Background: an optimization exercise with open tools, aiming at small area and a short achievable clock period. Do not read the settings as production practice. Function was checked by simulation only, so behaviour that the tests miss may differ from the original. Power and IR drop assume default switching activity.

==> flow/design.v <==
package usb_pkg;
  localparam int unsigned USB_BUF_DEPTH  = 64;
  localparam int unsigned USB_BUF_ADDR_W = 6;
  localparam logic [1:0] SIZE_BYTE = 2'd0;
  localparam logic [1:0] SIZE_HALF = 2'd1;
  localparam logic [1:0] SIZE_WORD = 2'd2;
  localparam logic [3:0] PID_OUT   = 4'b0001;
  localparam logic [3:0] PID_IN    = 4'b1001;
  localparam logic [3:0] PID_DATA0 = 4'b0011;
  localparam logic [3:0] PID_DATA1 = 4'b1011;
  localparam logic [3:0] PID_ACK   = 4'b0010;
  localparam logic [3:0] PID_NAK   = 4'b1010;
  localparam logic [3:0] PID_STALL = 4'b1110;
  function automatic logic [2:0] size_bytes(input logic [1:0] sz);
    logic [2:0] n;
    case (sz)
      SIZE_BYTE: n = 3'd1;
      SIZE_HALF: n = 3'd2;
      SIZE_WORD: n = 3'd4;
      default:   n = 3'd0;
    endcase
    size_bytes = n;
  endfunction
endpackage
module usb_buffer_mem
#(
  parameter int unsigned DEPTH  = usb_pkg::USB_BUF_DEPTH,
  parameter int unsigned ADDR_W = usb_pkg::USB_BUF_ADDR_W
) (
  input  logic              clk_i,
  input  logic [ADDR_W-1:0] waddr_i,      
  input  logic [3:0]        wlane_en_i,   
  input  logic [31:0]       wdata_i,      
  input  logic [ADDR_W-1:0] raddr_i,      
  output logic [31:0]       wbank_o,      
  output logic [31:0]       rbank_o       
);
  localparam int unsigned Rows  = DEPTH / 4;
  localparam int unsigned RowW  = ADDR_W - 2;
  logic [7:0] bank_q [4][Rows];
  for (genvar b = 0; b < 4; b++) begin : gen_bank
    logic [1:0]      wlane;
    logic [RowW-1:0] wrow, rrow;
    logic [7:0]      wbyte;
    logic            wen;
    assign wlane = 2'(b) - waddr_i[1:0];
    assign wrow  = waddr_i[ADDR_W-1:2] + RowW'(2'(b) < waddr_i[1:0]);
    assign wbyte = wdata_i[8*wlane +: 8];
    assign wen   = wlane_en_i[wlane];
    assign rrow  = raddr_i[ADDR_W-1:2] + RowW'(2'(b) < raddr_i[1:0]);
    assign rbank_o[8*b +: 8] = bank_q[b][rrow];
    assign wbank_o[8*b +: 8] = wbyte;
    for (genvar r = 0; r < Rows; r++) begin : gen_row
      always_ff @(posedge clk_i) begin
        if (wen && wrow == RowW'(r)) bank_q[b][r] <= wbyte;
      end
    end
  end
endmodule
module usb_data_buffer
#(
  parameter int unsigned DEPTH  = usb_pkg::USB_BUF_DEPTH,
  parameter int unsigned ADDR_W = usb_pkg::USB_BUF_ADDR_W
) (
  input  logic              clk,
  input  logic              n_rst,
  input  logic              flush,
  input  logic              clear,
  input  logic              store_rx_packet_data,
  input  logic [7:0]        rx_packet_data,
  input  logic              get_rx_data,
  input  logic              store_tx_data,
  input  logic [1:0]        data_size,
  input  logic [31:0]       tx_data,
  output logic [31:0]       rx_data,
  input  logic              get_tx_packet_data,
  output logic [7:0]        tx_packet_data,
  output logic [ADDR_W:0]   buffer_occupancy
);
  localparam int unsigned CntW = ADDR_W + 1;
  logic [ADDR_W-1:0] rd_ptr_q, rd_ptr_d, wr_ptr_q, wr_ptr_d;
  logic [CntW-1:0]   occ_q, occ_d;
  logic [7:0] occ_gt;
  logic [3:0] slot_free;
  logic [3:0] occ_gt_q;
  for (genvar k = 0; k < 8; k++) begin : gen_gt
    assign occ_gt[k] = occ_q > CntW'(k);
  end
  for (genvar k = 0; k < 4; k++) begin : gen_free
    assign slot_free[k] = occ_q < CntW'(DEPTH - k);
  end
  logic       sz1, sz2, sz4;
  logic       push_rx, push_tx, pop_tx, pop_rx;
  logic [2:0] push_oh, pop_oh;    
  logic       clr;
  assign sz1     = data_size == 2'd0;
  assign sz2     = data_size == 2'd1;
  assign sz4     = data_size == 2'd2;
  assign push_rx = store_rx_packet_data;
  assign push_tx = !store_rx_packet_data && store_tx_data;
  assign pop_tx  = get_tx_packet_data;
  assign pop_rx  = !get_tx_packet_data && get_rx_data;
  assign clr     = flush || clear;
  assign push_oh[0] = (push_rx || (push_tx && sz1)) && slot_free[0];
  assign push_oh[1] = push_tx && sz2 && slot_free[1];
  assign push_oh[2] = push_tx && sz4 && slot_free[3];
  assign pop_oh[0]  = (pop_tx || (pop_rx && sz1)) && occ_gt[0];
  assign pop_oh[1]  = pop_rx && sz2 && occ_gt[1];
  assign pop_oh[2]  = pop_rx && sz4 && occ_gt[3];
  logic [8:0]      sel;
  logic [CntW-1:0] cand [9];
  logic [3:0]      cand_gt [9];
  logic [3:0]      occ_gt_d;
  always_comb begin
    for (int i = 0; i < 9; i++) begin
      cand[i] = occ_q + CntW'(i) - CntW'(4);
      for (int k = 0; k < 4; k++) cand_gt[i][k] = cand[i] > CntW'(k);
    end
  end
  logic p0, q0;
  assign p0 = !(push_oh[0] || push_oh[1] || push_oh[2]);
  assign q0 = !(pop_oh[0] || pop_oh[1] || pop_oh[2]);
  assign sel[8] = push_oh[2] && q0;
  assign sel[7] = push_oh[2] && pop_oh[0];
  assign sel[6] = (push_oh[1] && q0) || (push_oh[2] && pop_oh[1]);
  assign sel[5] = (push_oh[0] && q0) || (push_oh[1] && pop_oh[0]);
  assign sel[4] = (p0 && q0) || (push_oh[0] && pop_oh[0]) || (push_oh[1] && pop_oh[1]) ||
                  (push_oh[2] && pop_oh[2]);
  assign sel[3] = (p0 && pop_oh[0]) || (push_oh[0] && pop_oh[1]);
  assign sel[2] = (p0 && pop_oh[1]) || (push_oh[1] && pop_oh[2]);
  assign sel[1] = push_oh[0] && pop_oh[2];
  assign sel[0] = p0 && pop_oh[2];
  always_comb begin
    occ_d    = '0;
    occ_gt_d = '0;
    for (int i = 0; i < 9; i++) begin
      occ_d    = occ_d    | ({CntW{sel[i]}} & cand[i]);
      occ_gt_d = occ_gt_d | ({4{sel[i]}} & cand_gt[i]);
    end
    rd_ptr_d = rd_ptr_q;
    if (pop_oh[0]) rd_ptr_d = rd_ptr_q + ADDR_W'(1);
    if (pop_oh[1]) rd_ptr_d = rd_ptr_q + ADDR_W'(2);
    if (pop_oh[2]) rd_ptr_d = rd_ptr_q + ADDR_W'(4);
    wr_ptr_d = wr_ptr_q;
    if (push_oh[0]) wr_ptr_d = wr_ptr_q + ADDR_W'(1);
    if (push_oh[1]) wr_ptr_d = wr_ptr_q + ADDR_W'(2);
    if (push_oh[2]) wr_ptr_d = wr_ptr_q + ADDR_W'(4);
    if (clr) begin
      rd_ptr_d = '0;
      wr_ptr_d = '0;
      occ_d    = '0;
      occ_gt_d = '0;
    end
  end
  always_ff @(posedge clk or negedge n_rst) begin
    if (!n_rst) begin
      rd_ptr_q <= '0;
      wr_ptr_q <= '0;
      occ_q    <= '0;
      occ_gt_q <= '0;
    end else begin
      rd_ptr_q <= rd_ptr_d;
      wr_ptr_q <= wr_ptr_d;
      occ_q    <= occ_d;
      occ_gt_q <= occ_gt_d;
    end
  end
  logic [31:0] push_data, wbank, rbank;
  assign push_data = push_rx ? {tx_data[31:8], rx_packet_data} : tx_data;
  usb_buffer_mem #(
    .DEPTH  (DEPTH),
    .ADDR_W (ADDR_W)
  ) u_mem (
    .clk_i      (clk),
    .waddr_i    (wr_ptr_q),
    .wlane_en_i (slot_free),
    .wdata_i    (push_data),
    .raddr_i    (rd_ptr_q + ADDR_W'(4)),
    .wbank_o    (wbank),
    .rbank_o    (rbank)
  );
  logic [3:0][7:0] win_q, win_d;
  logic [3:0] rot_q, rot_d;
  always_comb begin
    rot_d = rot_q;
    if (pop_oh[0]) rot_d = {rot_q[2:0], rot_q[3]};
    if (pop_oh[1]) rot_d = {rot_q[1:0], rot_q[3:2]};
    if (clr)       rot_d = 4'b0001;
  end
  always_ff @(posedge clk or negedge n_rst) begin
    if (!n_rst) rot_q <= 4'b0001;
    else        rot_q <= rot_d;
  end
  for (genvar b = 0; b < 4; b++) begin : gen_win
    logic [3:0] at;        
    logic       popped, held, behind_held;
    for (genvar j = 0; j < 4; j++) begin : gen_at
      assign at[j] = rot_q[(b - j + 4) % 4];
    end
    assign popped      = pop_oh[2] || (pop_oh[1] && (at[0] || at[1])) || (pop_oh[0] && at[0]);
    assign held        = |(at & occ_gt[3:0]);
    assign behind_held = |(at & occ_gt[7:4]);
    always_comb begin
      if (popped) win_d[b] = behind_held ? rbank[8*b +: 8] : wbank[8*b +: 8];
      else        win_d[b] = held        ? win_q[b]         : wbank[8*b +: 8];
    end
  end
  always_ff @(posedge clk) begin
    win_q <= win_d;
  end
  logic [3:0][7:0] lane;
  always_comb begin
    lane = '0;
    for (int k = 0; k < 4; k++)
      for (int b = 0; b < 4; b++) lane[k] = lane[k] | (win_q[b] & {8{rot_q[(b - k + 4) % 4]}});
  end
  usb_out_mask u_out_mask (
    .lane_i      (lane),
    .occ_gt_i    (occ_gt_q),
    .data_size_i (data_size),
    .rx_data_o   (rx_data),
    .tx_data_o   (tx_packet_data)
  );
  assign buffer_occupancy = occ_q;
endmodule
module usb_out_mask (
  input  logic [3:0][7:0] lane_i,
  input  logic [3:0]      occ_gt_i,
  input  logic [1:0]      data_size_i,
  output logic [31:0]     rx_data_o,
  output logic [7:0]      tx_data_o
);
  logic [3:0] lane_on;
  assign lane_on[0] = occ_gt_i[0] && !(data_size_i[1] && data_size_i[0]);
  assign lane_on[1] = occ_gt_i[1] && (data_size_i[1] != data_size_i[0]);
  assign lane_on[2] = occ_gt_i[2] && data_size_i[1] && !data_size_i[0];
  assign lane_on[3] = occ_gt_i[3] && data_size_i[1] && !data_size_i[0];
  for (genvar k = 0; k < 4; k++) begin : gen_rx
    assign rx_data_o[8*k +: 8] = lane_on[k] ? lane_i[k] : 8'h00;
  end
  assign tx_data_o = occ_gt_i[0] ? lane_i[0] : 8'h00;
endmodule
==> flow/config.mk <==
export PLATFORM = sky130hd
export DESIGN_NAME = usb_data_buffer
export DESIGN_NICKNAME = usb_data_buffer
export VERILOG_FILES = /design/flow/design.v
export SDC_FILE = /design/flow/constraint.sdc
export NUM_CORES = 4
export LEC_CHECK = 0
export ABC_AREA = 1
export CAP_MARGIN = 20
export CORE_MARGIN = 2
export CORE_UTILIZATION = 45
export CTS_BUF_LIST = sky130_fd_sc_hd__clkbuf_8
export CTS_CLUSTER_DIAMETER = 50
export CTS_CLUSTER_SIZE = 16
export SETUP_SLACK_MARGIN = 3.5
export SLEW_MARGIN = 20
export SYNTH_HIERARCHICAL = 1
export SYNTH_MINIMUM_KEEP_SIZE = 0
==> flow/constraint.sdc <==
create_clock -name core_clock -period 7.0 [get_ports {clk}]
set_input_delay 1.4000 -clock core_clock [delete_from_list [all_inputs] [get_ports {clk}]]
set_output_delay 1.4000 -clock core_clock [all_outputs]
set_load 0.01 [all_outputs]
standard.sh (not shown) runs the stock make flow with config.mk's settings and CLKGATE_MAP_FILE= SYNTH_SCRIPT=/design/flow/synth_recipe.tcl, a recipe that flattens the netlist after the stock synthesis.
==> flow/flow/run.sh <==
#!/bin/bash
# The standard ORFS layout, with two changes:
#  - synthesis maps the logic with an area-oriented ABC script
#    (flow/abc_area.script) instead of ORFS's, which upsizes and buffers every
#    gate before placement; timing repair after placement sizes up only the
#    gates on paths that need it;
#  - every port still gets its own buffer, but the smallest buffer cell is
#    inserted (repair then sizes up those on critical paths).
set -euo pipefail
here=$(pwd)
rm -rf "$here/scripts"
cp -r "$FLOW_HOME/scripts" "$here/scripts"
cp "$here/flow/abc_area.script" "$here/scripts/abc_area.script"
bash standard.sh SCRIPTS_DIR="$here/scripts" \
  "BUFFER_PORTS_ARGS=-buffer_cell sky130_fd_sc_hd__buf_1" finish > "$here/orfs_make.log" 2>&1
==> flow/flow/abc_area.script <==
strash
&get -n
&fraig -x
&put
scorr
dc2
strash
&get -n
&dch -f
&nf -R 1000
&put
The baseline completed without violations.
Then changed:
--- a/flow/design.v
+++ b/flow/design.v
@@ -45,7 +45,10 @@
     logic            wen;
     assign wlane = 2'(b) - waddr_i[1:0];
     assign wrow  = waddr_i[ADDR_W-1:2] + RowW'(2'(b) < waddr_i[1:0]);
-    assign wbyte = wdata_i[8*wlane +: 8];
+    always_comb begin
+      wbyte = '0;
+      for (int l = 0; l < 4; l++) wbyte = wbyte | (wdata_i[8*l +: 8] & {8{wlane == 2'(l)}});
+    end
     assign wen   = wlane_en_i[wlane];
     assign rrow  = raddr_i[ADDR_W-1:2] + RowW'(2'(b) < raddr_i[1:0]);
     assign rbank_o[8*b +: 8] = bank_q[b][rrow];
@@ -232,7 +235,8 @@
 );
   logic [3:0] lane_on;
   assign lane_on[0] = occ_gt_i[0] && !(data_size_i[1] && data_size_i[0]);
-  assign lane_on[1] = occ_gt_i[1] && (data_size_i[1] != data_size_i[0]);
+  assign lane_on[1] = (occ_gt_i[1] && data_size_i[1] && !data_size_i[0]) ||
+                      (occ_gt_i[1] && !data_size_i[1] && data_size_i[0]);
   assign lane_on[2] = occ_gt_i[2] && data_size_i[1] && !data_size_i[0];
   assign lane_on[3] = occ_gt_i[3] && data_size_i[1] && !data_size_i[0];
   for (genvar k = 0; k < 4; k++) begin : gen_rx
What happened: Total power rose by about 3.4%. Register-to-register slack got worse by 0.07 ns. Area after synthesis fell by about 0.8%. Fmax fell by 2.0%. Global-route usage rose by 0.58 points. Final cell count rose by 2.6%.

[separate check: timing with driven ports]
Ports are ideal in the flow. The routed layouts listed here were re-timed in OpenROAD.
Step 1 (the two cells are an assumption about what drives the block):
set clk [get_ports {clk}]
set_driving_cell -lib_cell sky130_fd_sc_hd__clkbuf_16 $clk
set_driving_cell -lib_cell sky130_fd_sc_hd__buf_2 [delete_from_list [all_inputs] $clk]
Step 2 also shifts input and output timing later by t, the mid clock arrival at the registers, as if the neighbouring blocks saw the same clock.
Slacks: ideal ports / drivers / drivers and shift; pairs: ideal ports / drivers.
| run | shift t [ns] | slack for setup (ns) | hold slack, ns | clock arrival spread, ns | worst register clock-pin slew, ns |
|---|---|---|---|---|---|
| the first run | 0.724 | 3.406 / 3.347 / 2.999 | 0.548 / 0.548 / 0.548 | 0.054 / 0.054 | 0.10 / 0.10 |
| the second run | 0.736 | 3.331 / 3.277 / 2.950 | 0.600 / 0.600 / 0.600 | 0.031 / 0.031 | 0.10 / 0.10 |
After both steps setup and hold are still met in every run listed. The setup slack of the first run, which loses most, moves by -0.059 ns with the drivers and by -0.407 ns with both steps.
